Context: an optimization exercise on an open-source flow, tuned for small area, a short achievable clock period and few clock cycles per item. The choices shown serve that exercise and are no tape-out recipe. The RTL was checked by simulation tests, not by an equivalence proof against the original design. Power figures rest on the tool's default switching activity, not on a simulated workload.

### design/flow/design.v
package spq_pkg;
  localparam int unsigned ValW    = 32;
  localparam int unsigned CmdW    = 2;
  localparam int unsigned StatusW = 3;
  localparam logic [CmdW-1:0] CmdInsert = 2'd0;
  localparam logic [CmdW-1:0] CmdDelete = 2'd1;
  localparam logic [CmdW-1:0] CmdList   = 2'd2;
  localparam logic [StatusW-1:0] StDone     = 3'd0;
  localparam logic [StatusW-1:0] StOverflow = 3'd1;
  localparam logic [StatusW-1:0] StEmpty    = 3'd2;
  localparam logic [StatusW-1:0] StNotFound = 3'd3;
  localparam logic [StatusW-1:0] StListed   = 3'd4;
  typedef struct packed {
    logic                   ins;
    logic                   del;
    logic                   rot;
    logic signed [ValW-1:0] val;
  } cell_ctrl_t;
endpackage
module spq_cell (
  input  logic                            clk_i,
  input  logic                            sel_left_i,
  input  logic                            sel_right_i,
  input  logic                            sel_new_i,
  input  logic [spq_pkg::ValW-1:0]        left_i,
  input  logic [spq_pkg::ValW-1:0]        right_i,
  input  logic [spq_pkg::ValW-1:0]        new_i,
  output logic [spq_pkg::ValW-1:0]        val_o
);
  logic [spq_pkg::ValW-1:0] val_q;
  logic                     hold;
  assign hold = !(sel_left_i || sel_right_i || sel_new_i);
  always_ff @(posedge clk_i) begin
    val_q <= ({spq_pkg::ValW{hold}}        & val_q)
           | ({spq_pkg::ValW{sel_left_i}}  & left_i)
           | ({spq_pkg::ValW{sel_right_i}} & right_i)
           | ({spq_pkg::ValW{sel_new_i}}   & new_i);
  end
  assign val_o = val_q;
endmodule
module sorted_priority_queue #(
  parameter int unsigned DEPTH = 32
) (
  input  logic                                   clk_i,
  input  logic                                   rst_ni,
  input  logic                                   in_valid_i,
  output logic                                   in_stall_o,
  input  logic [spq_pkg::CmdW-1:0]               cmd_i,
  input  logic signed [spq_pkg::ValW-1:0]        value_i,
  output logic                                   out_valid_o,
  input  logic                                   out_stall_i,
  output logic [spq_pkg::StatusW-1:0]            status_o,
  output logic signed [spq_pkg::ValW-1:0]        entry_o,
  output logic                                   last_o
);
  localparam int unsigned W    = spq_pkg::ValW;
  localparam int unsigned CntW = $clog2(DEPTH + 1);
  localparam int unsigned RcW  = $clog2(DEPTH);
  function automatic logic go2_f(input logic s2v, input logic lst,
                                 input logic [RcW-1:0] rc, input logic [CntW-1:0] cnt,
                                 input logic outfull);
    logic lword, lrot;
    lword = lst && (CntW'(rc) < cnt);
    lrot  = lst && (!lword || !outfull);
    if (lst) go2_f = lrot && (rc == RcW'(DEPTH - 1));
    else     go2_f = s2v && !outfull;
  endfunction
  logic [W-1:0]       vals [DEPTH];
  logic [DEPTH-1:0]   sel_l, sel_r, sel_n;
  logic                        s1_v_q;
  logic [spq_pkg::CmdW-1:0]    s1_cmd_q;
  logic [W-1:0]                s1_val_q;
  logic                        s2_v_q, ins_q, del_q, lst_q;
  logic [spq_pkg::StatusW-1:0] st_q;
  logic [W-1:0]                s2_val_q;
  logic [DEPTH-1:0]            t_q;
  logic [RcW-1:0]              rc_q;
  logic [CntW-1:0]             cnt_q;
  logic                        hd_v_q, sk_v_q;
  logic [spq_pkg::StatusW-1:0] hd_st_q, sk_st_q;
  logic [W-1:0]                hd_e_q, sk_e_q;
  logic                        hd_l_q, sk_l_q;
  logic                        in_stall_q;
  logic out_full, ins_go, del_go, lword, rot, go2, push;
  logic [spq_pkg::StatusW-1:0] p_st;
  logic [W-1:0] p_e;
  logic p_l;
  assign out_full = sk_v_q;
  assign ins_go   = ins_q && !out_full;
  assign del_go   = del_q && !out_full;
  assign lword    = lst_q && (CntW'(rc_q) < cnt_q);
  assign rot      = lst_q && (!lword || !out_full);
  assign go2      = go2_f(s2_v_q, lst_q, rc_q, cnt_q, out_full);
  always_comb begin
    if (lst_q) begin
      push = lword && !out_full;
      p_st = spq_pkg::StListed;
      p_e  = vals[0];
      p_l  = (CntW'(rc_q) == cnt_q - 1'b1);
    end else begin
      push = s2_v_q && !out_full;
      p_st = st_q;
      p_e  = '0;
      p_l  = 1'b1;
    end
  end
  for (genvar g = 0; g < DEPTH; g++) begin : g_sel
    logic tl;
    if (g == 0) begin : g_first
      assign tl = 1'b0;
    end else begin : g_rest
      assign tl = t_q[g-1];
    end
    assign sel_l[g] = ins_go && tl;
    assign sel_n[g] = ins_go && t_q[g] && !tl;
    assign sel_r[g] = (del_go && t_q[g]) || rot;
  end
  for (genvar g = 0; g < DEPTH; g++) begin : g_cell
    logic [W-1:0] lv, rv;
    if (g == 0) begin : g_first
      assign lv = s2_val_q;
    end else begin : g_mid
      assign lv = vals[g-1];
    end
    if (g == DEPTH - 1) begin : g_last
      assign rv = vals[0];
    end else begin : g_inner
      assign rv = vals[g+1];
    end
    spq_cell u_cell (
      .clk_i       (clk_i),
      .sel_left_i  (sel_l[g]),
      .sel_right_i (sel_r[g]),
      .sel_new_i   (sel_n[g]),
      .left_i      (lv),
      .right_i     (rv),
      .new_i       (s2_val_q),
      .val_o       (vals[g])
    );
  end
  logic s1_go, acc;
  logic [CntW-1:0] cnt_d;
  logic [DEPTH-1:0] le_c, eq_c, le_n, occ_c, occ_d, mask, t_n;
  logic vv_le, vv_eq, any_n, full_d, empty_d;
  logic ins_n, del_n, lst_n;
  logic [spq_pkg::StatusW-1:0] st_n;
  assign s1_go = s1_v_q && (!s2_v_q || go2);
  assign acc   = in_valid_i && !in_stall_q;
  assign cnt_d = ins_go ? cnt_q + 1'b1 : (del_go ? cnt_q - 1'b1 : cnt_q);
  always_comb begin
    for (int i = 0; i < DEPTH; i++) begin
      le_c[i]  = ({!vals[i][W-1], vals[i][W-2:0]} <= {!s1_val_q[W-1], s1_val_q[W-2:0]});
      eq_c[i]  = (vals[i] == s1_val_q);
      occ_c[i] = (CntW'(i) < cnt_q);
      occ_d[i] = (CntW'(i) < cnt_d);
    end
  end
  assign vv_le = ({!s2_val_q[W-1], s2_val_q[W-2:0]} <= {!s1_val_q[W-1], s1_val_q[W-2:0]});
  assign vv_eq = (s2_val_q == s1_val_q);
  always_comb begin
    for (int i = 0; i < DEPTH; i++) begin
      le_n[i] = le_c[i];
      if (sel_l[i]) begin
        le_n[i] = le_c[(i + DEPTH - 1) % DEPTH];
      end else if (sel_r[i]) begin
        le_n[i] = le_c[(i + 1) % DEPTH];
      end else if (sel_n[i]) begin
        le_n[i] = vv_le;
      end
    end
  end
  assign t_n = le_n | ~occ_d;
  always_comb begin
    for (int i = 0; i < DEPTH; i++) begin
      if (rot) begin
        mask[i] = occ_c[(i + DEPTH - 1) % DEPTH];
      end else if (i == 0) begin
        mask[i] = occ_c[i] && !(del_go && t_q[i]);
      end else begin
        mask[i] = occ_c[i] && !(del_go && t_q[i] && !t_q[i-1]);
      end
    end
  end
  assign any_n   = |(eq_c & mask) || (ins_go && vv_eq);
  assign full_d  = (cnt_d == CntW'(DEPTH));
  assign empty_d = (cnt_d == '0);
  always_comb begin
    ins_n = 1'b0;
    del_n = 1'b0;
    lst_n = 1'b0;
    st_n  = spq_pkg::StEmpty;
    case (s1_cmd_q)
      spq_pkg::CmdInsert: begin
        ins_n = !full_d;
        st_n  = full_d ? spq_pkg::StOverflow : spq_pkg::StDone;
      end
      spq_pkg::CmdDelete: begin
        del_n = any_n;
        st_n  = empty_d ? spq_pkg::StEmpty : (any_n ? spq_pkg::StDone : spq_pkg::StNotFound);
      end
      default: begin
        lst_n = !empty_d;
      end
    endcase
  end
  logic        s1_v_d, s2_v_d, lst_d, hd_v_d, sk_v_d, pop;
  logic [RcW-1:0] rc_d;
  assign pop    = hd_v_q && !out_stall_i;
  assign s1_v_d = (acc && (cmd_i != 2'd3)) || (s1_v_q && !s1_go);
  assign s2_v_d = s1_go || (s2_v_q && !go2);
  assign lst_d  = s1_go ? lst_n : (lst_q && !go2);
  assign rc_d   = rot ? rc_q + 1'b1 : rc_q;
  assign sk_v_d = sk_v_q ? !pop : (hd_v_q && !pop && push);
  assign hd_v_d = (hd_v_q && !pop) || sk_v_q || push;
  always_ff @(posedge clk_i or negedge rst_ni) begin
    if (!rst_ni) begin
      s1_v_q     <= 1'b0;
      s2_v_q     <= 1'b0;
      ins_q      <= 1'b0;
      del_q      <= 1'b0;
      lst_q      <= 1'b0;
      cnt_q      <= '0;
      rc_q       <= '0;
      hd_v_q     <= 1'b0;
      sk_v_q     <= 1'b0;
      in_stall_q <= 1'b0;
    end else begin
      s1_v_q     <= s1_v_d;
      s2_v_q     <= s2_v_d;
      ins_q      <= s1_go ? ins_n : (ins_q && !go2);
      del_q      <= s1_go ? del_n : (del_q && !go2);
      lst_q      <= lst_d;
      cnt_q      <= cnt_d;
      rc_q       <= rc_d;
      hd_v_q     <= hd_v_d;
      sk_v_q     <= sk_v_d;
      in_stall_q <= s1_v_d && s2_v_d && !go2_f(s2_v_d, lst_d, rc_d, cnt_d, sk_v_d);
    end
  end
  always_ff @(posedge clk_i) begin
    if (acc) begin
      s1_cmd_q <= cmd_i;
      s1_val_q <= value_i;
    end
    if (s1_go) begin
      s2_val_q <= s1_val_q;
      st_q     <= st_n;
      t_q      <= t_n;
    end
    if (!hd_v_q || pop) begin
      if (sk_v_q) begin
        hd_st_q <= sk_st_q;
        hd_e_q  <= sk_e_q;
        hd_l_q  <= sk_l_q;
      end else begin
        hd_st_q <= p_st;
        hd_e_q  <= p_e;
        hd_l_q  <= p_l;
      end
    end
    if (!sk_v_q) begin
      sk_st_q <= p_st;
      sk_e_q  <= p_e;
      sk_l_q  <= p_l;
    end
  end
  assign in_stall_o  = in_stall_q;
  assign out_valid_o = hd_v_q;
  assign status_o    = hd_st_q;
  assign entry_o     = hd_e_q;
  assign last_o      = hd_l_q;
endmodule
### design/flow/config.mk
export PLATFORM = sky130hd
export DESIGN_NAME = sorted_priority_queue
export DESIGN_NICKNAME = sorted_priority_queue
export VERILOG_FILES = /design/flow/design.v
export SDC_FILE = /design/flow/constraint.sdc
export NUM_CORES = 4
export LEC_CHECK = 0
export CAP_MARGIN = 20
export CORE_MARGIN = 2
export CORE_UTILIZATION = 40
export SLEW_MARGIN = 20
### design/flow/constraint.sdc
create_clock -name core_clock -period 10.0 [get_ports {clk_i}]
set_input_delay 2.0000 -clock core_clock [delete_from_list [all_inputs] [get_ports {clk_i}]]
set_output_delay 2.0000 -clock core_clock [all_outputs]
set_load 0.01 [all_outputs]
### design/flow/flow/run.sh
#!/bin/bash
set -euo pipefail
bash standard.sh SETUP_SLACK_MARGIN=6.8 finish > standard_flow.log 2>&1
### design/flow/standard.sh
#!/bin/bash
# synth_recipe.tcl (not shown) runs the flow's synth.tcl, then flattens the netlist and writes it again
# the make line also repeats each setting of config.mk as NAME=value (left out here)
make -C /OpenROAD-flow-scripts/flow DESIGN_CONFIG=/design/flow/config.mk WORK_HOME=/design/flow/orfs CLKGATE_MAP_FILE= SYNTH_SCRIPT=/design/flow/synth_recipe.tcl "${@:-finish}"
==> results.py, run 1 <==
metrics = {
    "outcome": {
        "status": "no timing/DRC/antenna violations",
    },
    "synthesis": {
        "ys.flop_type": "dfxtp_1",
        "syn_nets": 9443,
        "seq_area_frac_synth_pct": 34.90,
        "async_flop_share_pct": 1.564,
        "synth_edf_count": 136,
        "syn_inst": 8335,
        "ys_warn_count": 3,
        "syn_avg_cell_area_um2": 8.863,
        "synth.largest_area_cell": "dfxtp_1",
        "synth.distinct_cells": 92,
        "synth.most_common_cell": "nand2_1",
        "yosysTopAreaCellShare_pct": 28.72,
        "syn_area_um2": 73870,
        "synth_common_cells": "nand2_1 (2,306), ha_1 (1,070), dfxtp_1 (1,060)",
        "synth-seq-cells": 1215,
        "yosys-top-cells-area": "dfxtp_1 (29%), ha_1 (18%), a222oi_1 (13%)",
    },
    "clock_tree": {
        "cts.htree.levels": 4,
        "cts_buffer_depth": 3,
        "clock_sinks": 1215,
        "clock_latency_ns": 0.83,
        "cts_tree": "built",
        "numCtsBuffers": 142,
        "path_clk_slew_ns": 0.06,
        "clock-root-buffer": "clkbuf_16",
    },
    "critical_path": {
        "cpLargestDelayFamily": "flip-flops",
        "worstPathRequired_ns": 8.00,
        "slowest_delay_ns": 0.51,
        "slowest_stage": "dfrtp_2",
        "path_buf_inv": 1,
        "cp_cell_sequence": "buf_6",
        "crit_arrival_ns": 1.49,
        "critPathMaxFanout": 2,
        "cp-end-kind": "primary output",
        "critPathLaunchType": "flop",
        "crit_type": "flop to primary output",
    },
    "timing": {
        "period_share_pct": 34.93,
        "max_slew_margin_pct": 31.03,
        "post-route-min-period_ns": 3.493,
        "rsz0062_at_grt": "true",
        "tightest_slew_ns": 1.033,
        "finClkSkew_ns": 0.03589,
        "max_freq_mhz": 286.3,
        "fin_setup_tns_ns": 0,
        "setup_violations": 0,
        "drv_slew": 0,
        "hold_violations": 0,
    },
    "finish": {
        "nNetsFinal": 9563,
        "drive_gt1_share_pct": 13.14,
        "fill_cells": 16930,
        "layout.cells.non_filler": 11040,
        "area_delta_synth_final_pct": 18.71,
    },
    "power_and_ir_drop": {
        "power_density_nw_per_um2": 324.2,
        "ir_drop_mv": 0.2380,
        "p_leak_nw": 42.71,
    },
    "floorplan": {
        "die_x_um": 433.8,
        "rows": 157,
        "die_area_um2": 188100,
        "io_pins": 76,
        "core_um2": 183300,
        "start_util_pct": 40.31,
        "die_h_um": 433.8,
    },
    "placed_design": {
        "place.gp.congestion": 0.9778,
        "port_buffers": 75,
        "dp_cells": 10530,
        "hpwlAfterDp_mm": 218.6,
    },
    "detailed_routing": {
        "antenna_left": 0,
        "num_vias": 75930,
        "drc": 0,
        "dr.pass1.iters": 17,
        "wirelength_mm": 335.7,
        "first_iter_violations": 15470,
        "avgRoutedWirePerCell_um": 30.41,
        "vias_per_cell": 6.878,
    },
    "hold_path": {
        "min-delay-path-class": "flop to flop",
    },
    "grt": {
        "antenna_found_initial": 10,
        "globalRouteOverflowTotal": 0,
        "grt_max_degree": 54,
        "track_usage_pct": 34.07,
        "grt_pass1_wl_mm": 479.7,
        "grt_pass1_vias": 69230,
    },
    "job": {
        "drv_cap": 0,
    },
}
[cell families (layout without fill, tap and decap cells)]
logic type / Yosys count / count (layout) / synth area share [%]
and+or+nand+nor: 3047 / 3053 / 17.66
AOI/OAI and AO/OA: 2272 / 2272 / 25.11
DFF: 1215 / 1215 / 34.90
adders and majority gates: 1070 / 1070 / 18.12
buffers and inverters: 696 / 926 / 3.723
muxes: 23 / 23 / 0.3354
xor gates and xnor gates: 12 / 12 / 0.1524
other: 0 / 4 / 0
[per-stage QoR]
stage / hold WS [ns] / setup slack (ns) / cell area (um2) / utilization, % / power (mW)
after detailed placement: 0.4543 / 4.999 / 77510 / 42.29 / 21.04
after CTS: 0.4683 / 6.460 / 85500 / 46.65 / 27.30
after floorplan: 0.4264 / 6.704 / 74060 / - / 16.10
after global routing: 0.4908 / 6.475 / 87690 / 47.85 / 29.69
final: 0.4677 / 6.507 / 87700 / 47.85 / 28.43
after global placement: 0.4413 / 5.091 / 77490 / 42.28 / 20.57
[sequential cells by signal, indices dropped and copies added, names as in the netlist, 2 cells and up]
name,flops
g_cell.u_cell.val_q,1024
hd_e_q,32
s1_val_q,32
s2_val_q,32
sk_e_q,32
t_q,32
cnt_q,6
rc_q,5
hd_st_q,3
sk_st_q,3
s1_cmd_q,2
st_q,2
[placed cells by master (no fill, tap or decap), drive strengths merged, types with 39 or more instances in the layout]
cell type and instances:
and3 49, a22oi 39, edfxtp 136, a21oi 313, dfxtp 1060, nor3 103
nor4 43, ha 1070, a21o 462, clkbuf 210, o21ai 170, inv 111
nand2 2307, buf 485, nand4 258, o21a 73, a222oi 992, nor2b 39
nor2 126, clkinv 40
[worst register-to-register path: stages (launching register included)]
cell        delay (ns)
edfxtp_1          0.43
clkinvlp_4        0.22
buf_12            0.20
buf_6             0.18
buf_4             0.21
ha_1              0.30
nand4_1           0.19
nor4_4            0.41
nand3_2           0.27
a21oi_1           0.29
a2111o_1          0.22
nor4_4            0.08
o31a_1            0.23
[where the power goes]
group | total [mW] | internal (mW) | switching [mW] | leakage (nW)
combinational | 13.0 | 4.47 | 8.53 | 30.2
clock | 5.53 | 3.22 | 2.32 | 2.41
sequential | 9.90 | 6.84 | 3.06 | 10.1
total | 28.4 | 14.5 | 13.9 | 42.7
[final timing paths]
kind	slack (ns)	from	cells past startpoint	end
hold reg to reg	0.47	sk_e_q[12]	2	sk_e_q[12]
setup / recovery	6.51	in_stall_q	1	in_stall_o
setup reg to reg	6.53	s1_val_q[26]	12	st_q[1]
hold / removal	0.47	sk_e_q[12]	2	sk_e_q[12]
max in group asynchronous	8.39	rst_ni	1	lst_q
min in group asynchronous	1.17	rst_ni	1	cnt_q[3]
[cell type report]
class	instances	area (um2)	share of cell area, %
diodes	4	10.01	0.01141
clock buffers	203	4193	4.781
inverters	129	809.5	0.9231
well taps	2464	3083	3.515
flip-flops and latches	1215	25810	29.43
clock inverters	57	683.2	0.7790
repair buffers	536	5493	6.263
multi-input cells	6430	47610	54.29
repair inverters	1	7.507	0.008560
[metal layers]
| layer | vias to the layer above | global-route usage (%) | wire, um |
|---|---|---|---|
| met2 | 5759 | 48.07 | 135800 |
| li1 | 32830 | - | - |
| met1 | 36260 | 44.32 | 124800 |
| met3 | 1077 | 9.030 | 47230 |
| met4 | 4 | 25.24 | 27840 |
| met5 | - | 0 | 27 |
[what timing repair did]
| action | in CTS | in global routing |
|---|---|---|
| setup endpoints to repair | 1168 | 511 |
| cloned | 19 | 7 |
| hold buffers | 0 | 0 |
| gates resized for setup | 555 | 222 |
| setup buffers | 116 | 106 |
| pin swaps | 57 | 102 |
Testbench counts, summed over its fixed seeds: cycles 45,569, items 24,000.
==> run 2, diff against run 1 <==
--- a/design/flow/design.v
+++ b/design/flow/design.v
@@ -57,12 +57,8 @@
   localparam int unsigned CntW = $clog2(DEPTH + 1);
   localparam int unsigned RcW  = $clog2(DEPTH);
   function automatic logic go2_f(input logic s2v, input logic lst,
-                                 input logic [RcW-1:0] rc, input logic [CntW-1:0] cnt,
-                                 input logic outfull);
-    logic lword, lrot;
-    lword = lst && (CntW'(rc) < cnt);
-    lrot  = lst && (!lword || !outfull);
-    if (lst) go2_f = lrot && (rc == RcW'(DEPTH - 1));
+                                 input logic [RcW-1:0] rc, input logic outfull);
+    if (lst) go2_f = !outfull && (rc == RcW'(DEPTH - 1));
     else     go2_f = s2v && !outfull;
   endfunction
   logic [W-1:0]       vals [DEPTH];
@@ -75,12 +71,14 @@
   logic [W-1:0]                s2_val_q;
   logic [DEPTH-1:0]            t_q;
   logic [RcW-1:0]              rc_q;
+  logic                        lword_q, plast_q;
   logic [CntW-1:0]             cnt_q;
   logic                        hd_v_q, sk_v_q;
   logic [spq_pkg::StatusW-1:0] hd_st_q, sk_st_q;
-  logic [W-1:0]                hd_e_q, sk_e_q;
+  logic [W-1:0]                hd_e_q;
   logic                        hd_l_q, sk_l_q;
   logic                        in_stall_q;
+  logic                        out_valid_q, in_stall_po_q;
   logic out_full, ins_go, del_go, lword, rot, go2, push;
   logic [spq_pkg::StatusW-1:0] p_st;
   logic [W-1:0] p_e;
@@ -88,15 +86,15 @@
   assign out_full = sk_v_q;
   assign ins_go   = ins_q && !out_full;
   assign del_go   = del_q && !out_full;
-  assign lword    = lst_q && (CntW'(rc_q) < cnt_q);
-  assign rot      = lst_q && (!lword || !out_full);
-  assign go2      = go2_f(s2_v_q, lst_q, rc_q, cnt_q, out_full);
+  assign lword    = lst_q && lword_q;
+  assign rot      = lst_q && !out_full;
+  assign go2      = go2_f(s2_v_q, lst_q, rc_q, out_full);
   always_comb begin
     if (lst_q) begin
       push = lword && !out_full;
       p_st = spq_pkg::StListed;
       p_e  = vals[0];
-      p_l  = (CntW'(rc_q) == cnt_q - 1'b1);
+      p_l  = plast_q;
     end else begin
       push = s2_v_q && !out_full;
       p_st = st_q;
@@ -203,15 +201,21 @@
       end
     endcase
   end
-  logic        s1_v_d, s2_v_d, lst_d, hd_v_d, sk_v_d, pop;
+  logic        s1_v_d, s2_v_d, lst_d, hd_v_d, sk_v_d, pop, sk_lst, in_stall_d;
+  logic        take, from_sk, from_p;
   logic [RcW-1:0] rc_d;
   assign pop    = hd_v_q && !out_stall_i;
+  assign sk_lst = (sk_st_q == spq_pkg::StListed);
   assign s1_v_d = (acc && (cmd_i != 2'd3)) || (s1_v_q && !s1_go);
   assign s2_v_d = s1_go || (s2_v_q && !go2);
   assign lst_d  = s1_go ? lst_n : (lst_q && !go2);
   assign rc_d   = rot ? rc_q + 1'b1 : rc_q;
   assign sk_v_d = sk_v_q ? !pop : (hd_v_q && !pop && push);
   assign hd_v_d = (hd_v_q && !pop) || sk_v_q || push;
+  assign in_stall_d = s1_v_d && s2_v_d && !go2_f(s2_v_d, lst_d, rc_d, sk_v_d);
+  assign take    = !hd_v_q || pop;
+  assign from_sk = take && sk_v_q;
+  assign from_p  = take && !sk_v_q;
   always_ff @(posedge clk_i or negedge rst_ni) begin
     if (!rst_ni) begin
       s1_v_q     <= 1'b0;
@@ -221,7 +225,9 @@
       lst_q      <= 1'b0;
       cnt_q      <= '0;
       rc_q       <= '0;
-      hd_v_q     <= 1'b0;
+      lword_q    <= 1'b0;
+      plast_q    <= 1'b0;
+      out_valid_q <= 1'b0;
       sk_v_q     <= 1'b0;
       in_stall_q <= 1'b0;
     end else begin
@@ -232,9 +238,11 @@
       lst_q      <= lst_d;
       cnt_q      <= cnt_d;
       rc_q       <= rc_d;
-      hd_v_q     <= hd_v_d;
+      lword_q    <= (CntW'(rc_d) < cnt_d);
+      plast_q    <= (CntW'(rc_d) == cnt_d - 1'b1);
+      out_valid_q <= hd_v_d;
       sk_v_q     <= sk_v_d;
-      in_stall_q <= s1_v_d && s2_v_d && !go2_f(s2_v_d, lst_d, rc_d, cnt_d, sk_v_d);
+      in_stall_q <= in_stall_d;
     end
   end
   always_ff @(posedge clk_i) begin
@@ -247,25 +255,22 @@
       st_q     <= st_n;
       t_q      <= t_n;
     end
-    if (!hd_v_q || pop) begin
-      if (sk_v_q) begin
-        hd_st_q <= sk_st_q;
-        hd_e_q  <= sk_e_q;
-        hd_l_q  <= sk_l_q;
-      end else begin
-        hd_st_q <= p_st;
-        hd_e_q  <= p_e;
-        hd_l_q  <= p_l;
-      end
-    end
+    hd_v_q        <= rst_ni && hd_v_d;
+    in_stall_po_q <= rst_ni && in_stall_d;
+    hd_st_q <= ({spq_pkg::StatusW{from_sk}} & sk_st_q)
+             | ({spq_pkg::StatusW{from_p}}  & p_st)
+             | ({spq_pkg::StatusW{!take}}   & hd_st_q);
+    hd_e_q  <= ({W{from_sk && sk_lst}} & vals[DEPTH-1])
+             | ({W{from_p}}            & p_e)
+             | ({W{!take}}             & hd_e_q);
+    hd_l_q  <= (from_sk && sk_l_q) || (from_p && p_l) || (!take && hd_l_q);
     if (!sk_v_q) begin
       sk_st_q <= p_st;
-      sk_e_q  <= p_e;
       sk_l_q  <= p_l;
     end
   end
-  assign in_stall_o  = in_stall_q;
-  assign out_valid_o = hd_v_q;
+  assign in_stall_o  = in_stall_po_q;
+  assign out_valid_o = out_valid_q;
   assign status_o    = hd_st_q;
   assign entry_o     = hd_e_q;
   assign last_o      = hd_l_q;
==> results.py, run 2 <==
metrics = {
    "timing": {
        "rsz0062_at_grt": "true",
        "setup_violations": 0,
        "tightest_slew_ns": 1.219,
        "fin_setup_tns_ns": 0,
        "hold_violations": 0,
        "finClkSkew_ns": 0.04050,
        "max_slew_margin_pct": 18.62,
        "period_share_pct": 34.98,
        "post-route-min-period_ns": 3.498,
        "max_freq_mhz": 285.9,
        "drv_slew": 0,
    },
    "grt": {
        "track_usage_pct": 34.80,
        "globalRouteOverflowTotal": 0,
        "antenna_found_initial": 11,
        "grt_max_degree": 70,
        "grt_pass1_vias": 69850,
        "grt_pass1_wl_mm": 485.3,
    },
    "floorplan": {
        "die_area_um2": 185200,
        "die_h_um": 430.4,
        "start_util_pct": 40.23,
        "die_x_um": 430.4,
        "io_pins": 76,
        "core_um2": 180700,
        "rows": 156,
    },
    "synthesis": {
        "synth_common_cells": "nand2_1 (1,766), ha_1 (1,071), dfxtp_1 (1,062)",
        "async_flop_share_pct": 1.769,
        "synth.largest_area_cell": "dfxtp_1",
        "syn_avg_cell_area_um2": 8.988,
        "synth_edf_count": 104,
        "syn_nets": 9199,
        "syn_area_um2": 72710,
        "seq_area_frac_synth_pct": 34.26,
        "ys.flop_type": "dfxtp_1",
        "yosys-top-cells-area": "dfxtp_1 (29%), ha_1 (18%), a222oi_1 (9.7%)",
        "synth-seq-cells": 1187,
        "synth.distinct_cells": 82,
        "yosysTopAreaCellShare_pct": 29.24,
        "syn_inst": 8090,
        "synth.most_common_cell": "nand2_1",
        "ys_warn_count": 3,
    },
    "critical_path": {
        "cp_cell_sequence": "clkinvlp_4, buf_4, buf_12, buf_4, ha_1, nand3_1, nor2_1, o311ai_1, o22ai_1, nor4_1, nand4_1, buf_6, nor3_2, a211o_1",
        "slowest_stage": "edfxtp_1",
        "crit_type": "flop to flop",
        "cp_common_cell": "buf_4",
        "cp-end-kind": "flop",
        "crit_start": "s1_val_q[15]",
        "slowest_delay_ns": 0.51,
        "worstPathRequired_ns": 10.56,
        "crit_arrival_ns": 4.05,
        "cpLargestDelayFamily": "compound AO/OA/AOI/OAI gates",
        "r2r_start": "s1_val_q[15]",
        "critPathLaunchType": "flop",
        "path_buf_inv": 5,
        "critPathMaxFanout": 15,
    },
    "clock_tree": {
        "clock_latency_ns": 0.84,
        "clock_sinks": 1187,
        "cts.htree.levels": 4,
        "cts_buffer_depth": 3,
        "path_clk_slew_ns": 0.06,
        "cts_tree": "built",
        "clock-root-buffer": "clkbuf_16",
        "ctsHoldBuffers": 0,
        "numCtsBuffers": 142,
    },
    "hold_path": {
        "min-delay-path-class": "flop to flop",
        "worstHoldStart": "g_cell[22].u_cell.val_q[31]",
    },
    "outcome": {
        "status": "no timing/DRC/antenna violations",
    },
    "finish": {
        "largest_reg_flops": 1024,
        "final_common_cell": "nand2_1",
        "area_delta_synth_final_pct": 18.31,
        "mostFrequentLayoutCells": "nand2_1 (1,754), ha_1 (1,041), dfxtp_1 (1,026)",
        "final_util_pct": 47.59,
        "top_register": "g_cell.u_cell.val_q",
        "drive_gt1_share_pct": 12.66,
        "fill_cells": 16690,
        "nNetsFinal": 9284,
    },
    "power_and_ir_drop": {
        "ir_drop_mv": 0.2042,
        "power_density_nw_per_um2": 341.8,
        "p_leak_nw": 38.39,
    },
    "detailed_routing": {
        "antenna_left": 0,
        "num_vias": 75510,
        "dr.pass1.iters": 15,
        "first_iter_violations": 13290,
        "wirelength_mm": 344.6,
        "vias_per_cell": 7.079,
        "avgRoutedWirePerCell_um": 32.30,
        "drc": 0,
    },
    "placed_design": {
        "port_buffers": 75,
        "hpwlAfterDp_mm": 221.4,
        "place.gp.congestion": 0.9619,
    },
    "job": {
        "drv_cap": 0,
    },
}
-- run 2: metal layers --
layer | global-route usage, % | part of all wire [%]
met4 | 24.12 | 8.6
met5 | 0 | 0.019
met2 | 53.24 | 43
met3 | 9.203 | 13
met1 | 42.61 | 36
-- run 2: repair_timing --
action | CTS | global route
resized for setup | 589 | 151
setup buffers | 118 | 74
endpoints found under the setup margin | 219 | 137
pin swaps | 35 | 80
gates cloned | 13 | 15
-- run 2: per-stage QoR --
step	instances	cell area [um2]	hold slack, ns	worst slack [ns]	total power, mW
CTS	10570	84290	0.4448	6.654	28.33
global placement	10180	76320	0.4321	5.202	21.70
detailed placement	10180	76340	0.4364	5.201	22.16
floorplan	8090	72790	0.4225	6.801	16.71
global route	10660	86010	0.4770	6.440	30.69
finish	10670	86020	0.4433	6.502	29.41
-- run 2: path summary, 6_finish.rpt --
kind                                          endpoint  slack (ns)  depth (start not counted)
setup / recovery                               st_q[1]        6.50                         14
hold / removal             g_cell[22].u_cell.val_q[31]        0.44                          2
setup reg to reg                               st_q[1]        6.50                         14
hold reg to reg            g_cell[22].u_cell.val_q[31]        0.44                          2
max in group asynchronous                        lst_q        8.10                          2
min in group asynchronous                   in_stall_q        1.56                          2
-- run 2: where the power goes --
part | switching [mW] | total (mW) | internal, mW
clock | 2.25 | 5.55 | 3.30
sequential | 3.31 | 10.1 | 6.80
combinational | 8.79 | 13.7 | 4.96
total | 14.3 | 29.4 | 15.1
-- run 2: area by class of cell --
cell class              instances  area [um2]  area share, %
diodes                          8       20.02        0.02327
clock inverters                46       658.1         0.7651
inverters                     178        1033          1.201
multi-input cells            6177       47150          54.81
clock buffers                 212        4207          4.890
repair inverters                7       55.05        0.06400
well taps                    2370        2965          3.447
flip-flops and latches       1187       24970          29.03
repair buffers                482        4970          5.777
-- run 2: worst min-delay path: cells and delay by family, from the launching register on --
family | cells | cell delay (ns)
AND/OR/NAND/NOR | 2 | 0.09
flip-flops | 1 | 0.31
-- run 2: kinds of logic after synthesis --
| kind of cell | share of synthesized area, % |
|---|---|
| AND/OR/NAND/NOR | 15.91 |
| flip-flops | 34.26 |
| buffers and inverters | 3.803 |
| XOR/XNOR | 0.1773 |
| AO/OA/AOI/OAI | 27.26 |
| multiplexers | 0.1669 |
| adder cells (fa/ha/maj) | 18.43 |
Testbench counts of run 2, summed over its fixed seeds: cycles 45,569, items 24,000.
==> run 3, diff against run 2 <==
--- a/design/flow/config.mk
+++ b/design/flow/config.mk
@@ -6,6 +6,9 @@
 export NUM_CORES = 4
 export LEC_CHECK = 0
 export CAP_MARGIN = 20
+export CELL_PAD_IN_SITES_DETAIL_PLACEMENT = 1
 export CORE_MARGIN = 2
-export CORE_UTILIZATION = 40
+export CORE_UTILIZATION = 50
+export CTS_CLUSTER_DIAMETER = 70
+export CTS_CLUSTER_SIZE = 24
 export SLEW_MARGIN = 20
==> results.py, run 3 <==
metrics = {
    "critical_path": {
        "crit_type": "flop to flop",
        "cp_cell_sequence": "or2_2, a21oi_1, a2bb2oi_1, o22ai_1, nor4_1, nand4_1, buf_4, nor4b_4, nor2_1",
        "critPathLaunchType": "flop",
        "crit_arrival_ns": 4.28,
        "cpLargestDelayFamily": "simple AND/OR/NAND/NOR gates",
        "slowest_delay_ns": 0.74,
        "worstPathRequired_ns": 10.66,
        "path_buf_inv": 1,
        "slowest_stage": "dfrtp_1",
        "critPathMaxFanout": 18,
        "cp-end-kind": "flop",
    },
    "synthesis": {
        "syn_avg_cell_area_um2": 8.988,
        "synth-seq-cells": 1187,
        "ys_warn_count": 3,
        "synth.most_common_cell": "nand2_1",
        "synth.largest_area_cell": "dfxtp_1",
        "synth_common_cells": "nand2_1 (1,766), ha_1 (1,071), dfxtp_1 (1,062)",
        "yosys-top-cells-area": "dfxtp_1 (29%), ha_1 (18%), a222oi_1 (9.7%)",
        "synth.distinct_cells": 82,
        "syn_nets": 9199,
        "ys.flop_type": "dfxtp_1",
        "syn_area_um2": 72710,
        "yosysTopAreaCellShare_pct": 29.24,
        "synth_edf_count": 104,
        "seq_area_frac_synth_pct": 34.26,
        "syn_inst": 8090,
        "async_flop_share_pct": 1.769,
    },
    "detailed_routing": {
        "num_vias": 80390,
        "avgRoutedWirePerCell_um": 37.69,
        "vias_per_cell": 7.844,
        "first_iter_violations": 14640,
        "drc": 0,
        "antenna_left": 0,
        "wirelength_mm": 386.3,
        "dr.pass1.iters": 17,
    },
    "clock_tree": {
        "clock-root-buffer": "clkbuf_16",
        "cts_buffer_depth": 3,
        "clock_sinks": 1187,
        "ctsHoldBuffers": 0,
        "clock_latency_ns": 0.80,
        "path_clk_slew_ns": 0.09,
        "cts_tree": "built",
        "cts.htree.levels": 3,
        "numCtsBuffers": 104,
    },
    "timing": {
        "hold_violations": 0,
        "rsz0062_at_grt": "true",
        "fin_setup_tns_ns": 0,
        "post-route-min-period_ns": 3.620,
        "tightest_slew_ns": 1.070,
        "max_slew_margin_pct": 28.64,
        "max_freq_mhz": 276.2,
        "setup_violations": 0,
        "period_share_pct": 36.20,
        "drv_slew": 0,
        "finClkSkew_ns": 0.04351,
    },
    "floorplan": {
        "rows": 139,
        "start_util_pct": 50.49,
        "core_um2": 144000,
        "die_h_um": 385.3,
        "die_x_um": 385.3,
        "io_pins": 76,
        "die_area_um2": 148500,
    },
    "grt": {
        "grt_max_degree": 70,
        "antenna_found_initial": 19,
        "grt_pass1_wl_mm": 526.2,
        "track_usage_pct": 47.43,
        "globalRouteOverflowTotal": 0,
        "grt_pass1_vias": 77130,
    },
    "hold_path": {
        "min-delay-path-class": "flop to flop",
    },
    "power_and_ir_drop": {
        "internal_power_mw": 14.35,
        "p_leak_nw": 38.64,
        "ir_drop_mv": 0.2692,
        "power_density_nw_per_um2": 345.3,
        "seqPwrFrac_pct": 34.5,
        "p_comb_share_pct": 50.2,
        "swShare_pct": 51.95,
        "p_sw_mw": 15.52,
        "clkPwrFrac_pct": 15.3,
        "finalPower_mw": 29.87,
    },
    "placed_design": {
        "hpwlAfterDp_mm": 241.7,
        "place_area_um2": 75850,
        "place.gp.congestion": 1.015,
        "port_buffers": 75,
    },
    "job": {
        "drv_cap": 0,
    },
    "finish": {
        "mostFrequentLayoutCells": "nand2_1 (1,755), dfxtp_1 (1,025), ha_1 (1,014)",
        "final_common_cell": "nand2_1",
        "largest_reg_flops": 1024,
        "fill_cells": 15920,
        "area_delta_synth_final_pct": 18.98,
        "stdcell_area_um2": 86510,
        "top_register": "g_cell.u_cell.val_q",
        "nNetsFinal": 9356,
        "drive_gt1_share_pct": 14.73,
    },
    "outcome": {
        "status": "no timing/DRC/antenna violations",
    },
}
run 3: cell count changes in the layout (fill, tap and decap cells not counted), sizes merged, moves of 3 or more:
cell and change:
bufbuf -3, inv +31, clkinv +14, buf +112
bufinv -16, nor2 -4, clkbuf -89
run 3: final timing paths:
path,startpoint,end,slack (ns),cells past startpoint
worst min register to register,g_cell[22].u_cell.val_q[31],g_cell[22].u_cell.val_q[31],0.46,2
min in group asynchronous,rst_ni,in_stall_q,1.60,2
max in group asynchronous,rst_ni,cnt_q[2],8.04,2
worst max-delay path,cnt_q[4],del_q,6.38,9
worst min-delay path,g_cell[22].u_cell.val_q[31],g_cell[22].u_cell.val_q[31],0.46,2
worst max register to register,cnt_q[4],del_q,6.38,9
run 3: layout make-up:
type                            instances  area, um2  share of cell area (%)
Sequential cell                      1187      25010                   28.91
Antenna cell                           10      25.02                 0.02893
Multi-Input combinational cell       6176      48030                   55.51
Inverter                              178      897.1                   1.037
Timing Repair inverter                  3      26.28                 0.03037
Timing Repair Buffer                  597       6412                   7.412
Tap cell                             1903       2381                   2.752
Clock buffer                          116       2730                   3.156
Clock inverter                         79       1006                   1.163
run 3: tightest hold or removal path, delay by kind of cell, from the launching register on:
kind | cells | cell delay [ns]
DFF | 1 | 0.32
and+or+nand+nor | 2 | 0.10
run 3: power groups by stage:
stage	registers, mW	clock network, mW	logic [mW]
floorplan	8.27	0	8.44
global placement	9.99	0	11.7
detailed placement	10.0	0	12.5
CTS	9.96	4.55	13.2
global route	10.3	4.73	15.9
finish	10.3	4.58	15.0
run 3: layer usage:
layer / wire, um / share of wire, % / global-route usage [%]
met5: 259 / 0.067 / 0
met4: 38210 / 9.9 / 36.24
met3: 54310 / 14 / 14.13
met2: 160400 / 42 / 70.41
met1: 133200 / 34 / 57.55
run 3: repair_timing:
action,in CTS,in global routing
setup endpoints to repair,459,126
gates resized for setup,609,351
setup buffers,94,189
pin swaps,28,165
gates cloned,15,15
run 3: cells by family (layout without fill, tap and decap cells):
group                    Yosys count  in the layout  share of synthesized area [%]
AND/OR/NAND/NOR                 2643           2647                          15.91
AO/OA/AOI/OAI                   2430           2433                          27.26
flip-flops                      1187           1187                          34.26
adder cells (fa/ha/maj)         1071           1071                          18.43
buffers and inverters            734            973                          3.803
XOR/XNOR                          13             13                         0.1773
multiplexers                      12             12                         0.1669
other                              0             10                              0
run 3: metrics by stage:
step | hold WS (ns) | cells | worst slack [ns] | util [%]
floorplan | 0.4225 | 8090 | 6.801 | -
global placement | 0.4307 | 9731 | 5.329 | 52.67
detailed placement | 0.4367 | 9731 | 5.264 | 52.67
CTS | 0.4510 | 10040 | 6.567 | 57.38
global route | 0.4960 | 10240 | 6.435 | 60.06
finish | 0.4601 | 10250 | 6.380 | 60.08
==> run 4, diff against run 3 <==
--- a/design/flow/design.v
+++ b/design/flow/design.v
@@ -65,7 +65,7 @@
   logic [DEPTH-1:0]   sel_l, sel_r, sel_n;
   logic                        s1_v_q;
   logic [spq_pkg::CmdW-1:0]    s1_cmd_q;
-  logic [W-1:0]                s1_val_q;
+  logic [W-1:0]                s1_valn_q, s1_val;    
   logic                        s2_v_q, ins_q, del_q, lst_q;
   logic [spq_pkg::StatusW-1:0] st_q;
   logic [W-1:0]                s2_val_q;
@@ -142,19 +142,20 @@
   logic vv_le, vv_eq, any_n, full_d, empty_d;
   logic ins_n, del_n, lst_n;
   logic [spq_pkg::StatusW-1:0] st_n;
+  assign s1_val = ~s1_valn_q;
   assign s1_go = s1_v_q && (!s2_v_q || go2);
   assign acc   = in_valid_i && !in_stall_q;
   assign cnt_d = ins_go ? cnt_q + 1'b1 : (del_go ? cnt_q - 1'b1 : cnt_q);
   always_comb begin
     for (int i = 0; i < DEPTH; i++) begin
-      le_c[i]  = ({!vals[i][W-1], vals[i][W-2:0]} <= {!s1_val_q[W-1], s1_val_q[W-2:0]});
-      eq_c[i]  = (vals[i] == s1_val_q);
+      le_c[i]  = ({!vals[i][W-1], vals[i][W-2:0]} <= {!s1_val[W-1], s1_val[W-2:0]});
+      eq_c[i]  = (vals[i] == s1_val);
       occ_c[i] = (CntW'(i) < cnt_q);
       occ_d[i] = (CntW'(i) < cnt_d);
     end
   end
-  assign vv_le = ({!s2_val_q[W-1], s2_val_q[W-2:0]} <= {!s1_val_q[W-1], s1_val_q[W-2:0]});
-  assign vv_eq = (s2_val_q == s1_val_q);
+  assign vv_le = ({!s2_val_q[W-1], s2_val_q[W-2:0]} <= {!s1_val[W-1], s1_val[W-2:0]});
+  assign vv_eq = (s2_val_q == s1_val);
   always_comb begin
     for (int i = 0; i < DEPTH; i++) begin
       le_n[i] = le_c[i];
@@ -248,10 +249,10 @@
   always_ff @(posedge clk_i) begin
     if (acc) begin
       s1_cmd_q <= cmd_i;
-      s1_val_q <= value_i;
+      s1_valn_q <= ~value_i;
     end
     if (s1_go) begin
-      s2_val_q <= s1_val_q;
+      s2_val_q <= s1_val;
       st_q     <= st_n;
       t_q      <= t_n;
     end
==> results.py, run 4 <==
metrics = {
    "finish": {
        "stdcell_area_um2": 83370,
        "largest_reg_flops": 1024,
        "multi_input_area_um2": 46680,
        "drive_gt1_share_pct": 11.31,
        "final_common_cell": "nand2_1",
        "mostFrequentLayoutCells": "nand2_1 (2,246), ha_1 (1,050), dfxtp_1 (1,025)",
        "area_delta_synth_final_pct": 14.38,
        "seqCellArea_um2": 24970,
        "layout.cells.non_filler": 10370,
        "nNetsFinal": 9470,
        "top_register": "g_cell.u_cell.val_q",
        "fill_cells": 16430,
    },
    "synthesis": {
        "syn_nets": 9480,
        "synth.largest_area_cell": "dfxtp_1",
        "synth.most_common_cell": "nand2_1",
        "synth_common_cells": "nand2_1 (2,260), ha_1 (1,071), dfxtp_1 (1,062)",
        "synth.distinct_cells": 101,
        "yosys.area_share.xor_xnor_pct": 0.2300,
        "yosysTopAreaCellShare_pct": 29.17,
        "syn_inst": 8371,
        "synth_compound_area_share_pct": 24.27,
        "yosys-top-cells-area": "dfxtp_1 (29%), ha_1 (18%), a222oi_1 (13%)",
        "synth_edf_count": 104,
        "seq_area_frac_synth_pct": 34.17,
        "synthSimpleGateAreaFrac_pct": 18.55,
        "async_flop_share_pct": 1.769,
        "ys_warn_count": 3,
        "ys.flop_type": "dfxtp_1",
        "synth-seq-cells": 1187,
        "synthMuxAreaShare_pct": 0.09956,
        "syn_avg_cell_area_um2": 8.707,
        "synth_fa_ha_area_share_pct": 18.39,
        "syn_area_um2": 72890,
        "synth_top_family_by_area": "compound AO/OA/AOI/OAI gates",
    },
    "floorplan": {
        "rows": 140,
        "die_h_um": 385.8,
        "io_pins": 76,
        "die_area_um2": 148800,
        "die_x_um": 385.8,
        "start_util_pct": 50.19,
        "core_um2": 145200,
    },
    "critical_path": {
        "r2r_start": "s1_valn_q[21]",
        "reg2reg_to": "st_q[1]",
        "critPathLaunchType": "flop",
        "crit_start": "s1_valn_q[21]",
        "worstPathRequired_ns": 10.51,
        "worst_r2r_path_depth": 11,
        "critPathMaxFanout": 8,
        "cp-end-kind": "flop",
        "crit_arrival_ns": 4.01,
        "r2r_slack_ns": 6.51,
        "crit_end": "st_q[1]",
        "crit_type": "flop to flop",
    },
    "detailed_routing": {
        "wirelength_mm": 357.5,
        "avgRoutedWirePerCell_um": 34.47,
        "num_vias": 79070,
        "first_iter_violations": 15010,
        "antenna_left": 0,
        "vias_per_cell": 7.623,
        "dr.pass1.iters": 17,
        "drc": 0,
    },
    "clock_tree": {
        "numCtsBuffers": 103,
        "clock_sinks": 1187,
        "clock_latency_ns": 0.79,
        "cts.htree.levels": 3,
        "cts_tree": "built",
        "path_clk_slew_ns": 0.09,
        "cts_buffer_depth": 3,
        "clock-root-buffer": "clkbuf_16",
    },
    "timing": {
        "hold_violations": 0,
        "rsz0062_at_grt": "true",
        "tightest_slew_ns": 1.127,
        "fin_setup_tns_ns": 0,
        "post-route-min-period_ns": 3.494,
        "hold_ws_ns": 0.4724,
        "finClkSkew_ns": 0.05312,
        "drv_slew": 0,
        "period_share_pct": 34.94,
        "max_freq_mhz": 286.2,
        "setup_violations": 0,
        "max_slew_margin_pct": 24.66,
    },
    "grt": {
        "globalRouteOverflowTotal": 0,
        "track_usage_pct": 45.68,
        "grt_pass1_wl_mm": 512.9,
        "grt_pass1_vias": 76560,
        "antenna_found_initial": 9,
        "grt_max_degree": 66,
    },
    "power_and_ir_drop": {
        "ir_drop_mv": 0.2497,
        "finalPower_mw": 26.96,
        "p_leak_nw": 38.23,
        "power_density_nw_per_um2": 323.4,
    },
    "job": {
        "drv_cap": 0,
    },
    "placed_design": {
        "place.gp.congestion": 0.9621,
        "dp_cells": 10020,
        "hpwlAfterDp_mm": 237.3,
        "place_area_um2": 75790,
        "port_buffers": 75,
    },
    "hold_path": {
        "min-delay-path-class": "flop to flop",
        "hold_path_depth": 2,
    },
    "outcome": {
        "status": "no timing/DRC/antenna violations",
    },
}
==> run 4: repair_timing <==
action,CTS,global route
pin swaps,24,84
buffers inserted,80,67
gates resized for setup,516,164
hold buffers,0,0
gates cloned,9,2
endpoints found under the setup margin,1071,207
==> run 4: cell families after synthesis <==
family | after synthesis
flops | 1187
buf+inv | 779
compound gates | 2183
xor+xnor | 14
fa+ha+maj | 1071
mux | 7
simple gates | 3130
==> run 4: final cells by class <==
class / count / share of cell area (%)
timing repair inverter: 2 / 0.01651
clock inverter: 82 / 1.360
antenna: 4 / 0.01201
clock buffer: 114 / 3.303
timing repair buffer: 439 / 5.448
inverter: 220 / 1.036
tap: 1917 / 2.877
sequential: 1187 / 29.95
multi-input combinational: 6408 / 55.99
==> run 4: worst max-delay path, cell delays in order, from the launching register on <==
cell	delay, ns
edfxtp_1	0.43
buf_12	0.20
buf_4	0.22
ha_1	0.33
nand4_1	0.27
nor3_2	0.45
nand3_1	0.42
inv_1	0.23
a32oi_1	0.14
nand4_2	0.21
nor4_4	0.07
a211o_1	0.24
==> run 4: metrics by stage <==
stage	worst slack, ns	utilization, %
finish	6.506	57.41
global route	6.540	57.40
CTS	6.493	56.37
detailed placement	5.654	52.19
global placement	5.816	52.19
floorplan	6.806	-
==> run 4: power by group <==
group | switching [mW] | internal, mW | total, mW
clock network | 2.38 | 2.32 | 4.70
logic | 8.82 | 4.31 | 13.1
registers | 2.68 | 6.46 | 9.14
==> run 4: per-layer routing <==
metal  part of all wire [%]  up-vias  routed length (um)  track usage [%]
met3                     14     1432               49280            12.55
met1                     37    39060              133300            59.60
met5                  0.049        -                 175                0
met2                     41     5829              146100            65.07
met4                    8.0       12               28730            31.56
li1                       -    32730                   -                -
==> run 4: worst min-delay path by stage <==
stage | startpoint | to | slack, ns
after floorplan | g_cell[24].u_cell.val_q[0] | g_cell[24].u_cell.val_q[0] | 0.43
after global placement | hd_st_q[2] | hd_st_q[2] | 0.44
after detailed placement | g_cell[1].u_cell.val_q[0] | g_cell[1].u_cell.val_q[0] | 0.46
after CTS | g_cell[1].u_cell.val_q[0] | g_cell[1].u_cell.val_q[0] | 0.47
after global routing | g_cell[1].u_cell.val_q[0] | g_cell[1].u_cell.val_q[0] | 0.49
final | g_cell[1].u_cell.val_q[0] | g_cell[1].u_cell.val_q[0] | 0.47
Testbench counts of run 4, summed over its fixed seeds: cycles 45,569, items 24,000.
==> run 5, diff against run 4 <==
--- a/design/flow/config.mk
+++ b/design/flow/config.mk
@@ -9,6 +9,6 @@
 export CELL_PAD_IN_SITES_DETAIL_PLACEMENT = 1
 export CORE_MARGIN = 2
 export CORE_UTILIZATION = 50
-export CTS_CLUSTER_DIAMETER = 70
-export CTS_CLUSTER_SIZE = 24
+export CTS_CLUSTER_DIAMETER = 80
+export CTS_CLUSTER_SIZE = 30
 export SLEW_MARGIN = 20
==> results.py, run 5 <==
metrics = {
    "finish": {
        "fill_cells": 16390,
        "largest_reg_flops": 1024,
        "top_register": "g_cell.u_cell.val_q",
        "mostFrequentLayoutCells": "nand2_1 (2,243), ha_1 (1,035), dfxtp_1 (1,025)",
        "drive_gt1_share_pct": 11.74,
        "final_common_cell": "nand2_1",
        "area_delta_synth_final_pct": 14.64,
        "nNetsFinal": 9481,
    },
    "detailed_routing": {
        "wirelength_mm": 360.0,
        "dr.pass1.iters": 14,
        "dr_wl_met3_mm": 51.83,
        "drt-met1-wl_mm": 132.2,
        "num_vias": 78990,
        "avgRoutedWirePerCell_um": 34.73,
        "dr_wl_met2_mm": 146.2,
        "first_iter_violations": 14770,
        "antenna_left": 0,
        "drc": 0,
        "vias_per_cell": 7.620,
        "routed.top_layer": "met5",
    },
    "critical_path": {
        "crit_type": "flop to flop",
        "critPathMaxFanout": 21,
        "crit_arrival_ns": 4.12,
        "worstPathRequired_ns": 10.62,
        "cp-end-kind": "flop",
        "critPathLaunchType": "flop",
    },
    "synthesis": {
        "syn_avg_cell_area_um2": 8.707,
        "synth.largest_area_cell": "dfxtp_1",
        "synth_edf_count": 104,
        "syn_area_um2": 72890,
        "ys_warn_count": 3,
        "synth-seq-cells": 1187,
        "yosys-top-cells-area": "dfxtp_1 (29%), ha_1 (18%), a222oi_1 (13%)",
        "synth.most_common_cell": "nand2_1",
        "synth.distinct_cells": 101,
        "seq_area_frac_synth_pct": 34.17,
        "synth_common_cells": "nand2_1 (2,260), ha_1 (1,071), dfxtp_1 (1,062)",
        "yosysTopAreaCellShare_pct": 29.17,
        "syn_inst": 8371,
        "async_flop_share_pct": 1.769,
        "ys.flop_type": "dfxtp_1",
        "syn_nets": 9480,
    },
    "power_and_ir_drop": {
        "p_leak_nw": 38.20,
        "power_density_nw_per_um2": 316.4,
        "ir_drop_mv": 0.2221,
    },
    "timing": {
        "rsz0062_at_grt": "true",
        "setup_violations": 0,
        "post-route-min-period_ns": 3.501,
        "drv_slew": 0,
        "max_freq_mhz": 285.7,
        "max_slew_margin_pct": 22.65,
        "period_share_pct": 35.01,
        "hold_ws_ns": 0.4776,
        "fin_setup_tns_ns": 0,
        "hold_violations": 0,
        "tightest_slew_ns": 1.157,
        "finClkSkew_ns": 0.06091,
    },
    "clock_tree": {
        "path_clk_slew_ns": 0.11,
        "clock_latency_ns": 0.79,
        "cts_tree": "built",
        "ctsHoldBuffers": 0,
        "cts_buffer_depth": 3,
        "clock-root-buffer": "clkbuf_16",
        "cts.htree.levels": 3,
        "clock_sinks": 1187,
        "numCtsBuffers": 82,
    },
    "grt": {
        "grt_pass1_wl_mm": 510.8,
        "grt_pass1_vias": 76380,
        "globalRouteOverflowTotal": 0,
        "antenna_found_initial": 13,
        "grt_max_degree": 66,
        "track_usage_pct": 45.48,
    },
    "floorplan": {
        "start_util_pct": 50.19,
        "die_area_um2": 148800,
        "io_pins": 76,
        "rows": 140,
        "core_um2": 145200,
        "die_h_um": 385.8,
        "die_x_um": 385.8,
    },
    "placed_design": {
        "port_buffers": 75,
        "hpwlAfterDp_mm": 237.3,
        "place.gp.congestion": 0.9621,
    },
    "outcome": {
        "status": "no timing/DRC/antenna violations",
    },
    "hold_path": {
        "min-delay-path-class": "flop to flop",
    },
    "job": {
        "drv_cap": 0,
    },
}
run 5: kinds of logic (layout without fill, tap and decap cells):
family / count (synthesis) / count (layout) / synth area share (%)
AO/OA/AOI/OAI: 2183 / 2184 / 24.27
XOR/XNOR: 14 / 14 / 0.2300
adder cells (fa/ha/maj): 1071 / 1071 / 18.39
buffers and inverters: 779 / 848 / 4.292
flip-flops: 1187 / 1187 / 34.17
multiplexers: 7 / 7 / 0.09956
other: 0 / 7 / 0
AND/OR/NAND/NOR: 3130 / 3131 / 18.55
run 5: worst max-delay path, cell delays in order (launching register included):
cell	delay, ns
edfxtp_1	0.40
buf_12	0.25
buf_8	0.27
ha_1	0.31
nand4_1	0.21
or4_1	0.30
a211oi_2	0.06
a222oi_1	0.71
nand4_1	0.30
nor4_4	0.37
o21a_1	0.15
run 5: layout make-up:
cell class	count	area (um2)	area share [%]
diodes	7	17.52	0.02096
clock buffers	90	2165	2.590
clock inverters	64	869.6	1.041
inverters	220	870.8	1.042
multi-input cells	6407	47110	56.38
flip-flops and latches	1187	24970	29.88
well taps	1917	2399	2.870
repair buffers	471	5127	6.136
repair inverters	3	30.03	0.03594
run 5: power by group:
group	internal [mW]	leakage [nW]	switching (mW)	total [mW]
logic	4.42	26.8	8.91	13.3
registers	6.46	9.97	2.67	9.13
clock network	1.74	1.47	2.24	3.98
total	12.6	38.2	13.8	26.4
run 5: what timing repair did:
action / 4_1_cts / 5_1_grt
setup endpoints to repair: 1089 / 159
gates resized for setup: 553 / 233
buffers inserted: 80 / 93
pin swaps: 46 / 92
gates cloned: 8 / 9
hold endpoints to repair: 0 / 0
run 5: worst paths after layout:
| path | cells past startpoint | endpoint | slack (ns) | startpoint |
|---|---|---|---|---|
| setup / recovery | 10 | st_q[0] | 6.50 | s1_valn_q[14] |
| hold / removal | 2 | g_cell[1].u_cell.val_q[0] | 0.48 | g_cell[1].u_cell.val_q[0] |
| setup reg to reg | 10 | st_q[0] | 6.50 | s1_valn_q[14] |
| hold reg to reg | 2 | g_cell[1].u_cell.val_q[0] | 0.48 | g_cell[1].u_cell.val_q[0] |
| max in group asynchronous | 2 | cnt_q[2] | 8.08 | rst_ni |
| min in group asynchronous | 2 | out_valid_q | 1.57 | rst_ni |
run 5: per-stage QoR:
stage	utilization [%]	cell area, um2	setup WS (ns)	power [mW]	instances
final	57.54	83560	6.499	26.44	10370
after global routing	57.53	83540	6.589	27.50	10360
after CTS	56.01	81330	6.531	25.13	10260
after detailed placement	52.19	75790	5.654	20.65	10020
after global placement	52.19	75780	5.816	19.93	10020
after floorplan	-	72920	6.806	15.53	8371
run 5: metal layers:
layer  track usage (%)  up-vias
met4             32.10       10
li1                  -    32740
met3             12.28     1389
met5                 0        -
met2             64.71     5956
met1             59.26    38900

## afterwards: timing with drivers on the ports
No port has a modelled driver above. Below, the same layouts with a new extraction and two added sets of constraints. Step 1 sets driving cells, clkbuf_16 on the clock port and buf_2 on the other inputs (assumed; they add their load-dependent delay and slew). Step 2 moves the port delays by t, midway between the first and last clock arrival at a register: inputs arrive t later, outputs are due t later. That takes back most of the time a late clock gives input paths. Three values: ideal ports, drivers, drivers and shift; two values: the first two.
run | t, ns | setup slack, ns | worst setup path after step 2 | clock arrival spread, ns | pins driven straight from the clock port
run 1 | 0.901 | 6.507 / 6.421 / 6.319 | input to register | 0.038 / 0.039 | 1
run 2 | 0.917 | 6.502 / 6.502 / 6.128 | input to register | 0.040 / 0.041 | 1
run 3 | 0.865 | 6.380 / 6.380 / 6.068 | input to register | 0.046 / 0.046 | 1
run 4 | 0.851 | 6.506 / 6.506 / 6.187 | input to register | 0.062 / 0.061 | 1
run 5 | 0.848 | 6.499 / 6.499 / 6.203 | input to register | 0.071 / 0.071 | 1
After both steps every run listed still meets setup and hold. The setup slack of run 2, which loses most, moves by 0.000 ns with the drivers and by -0.374 ns with both steps.
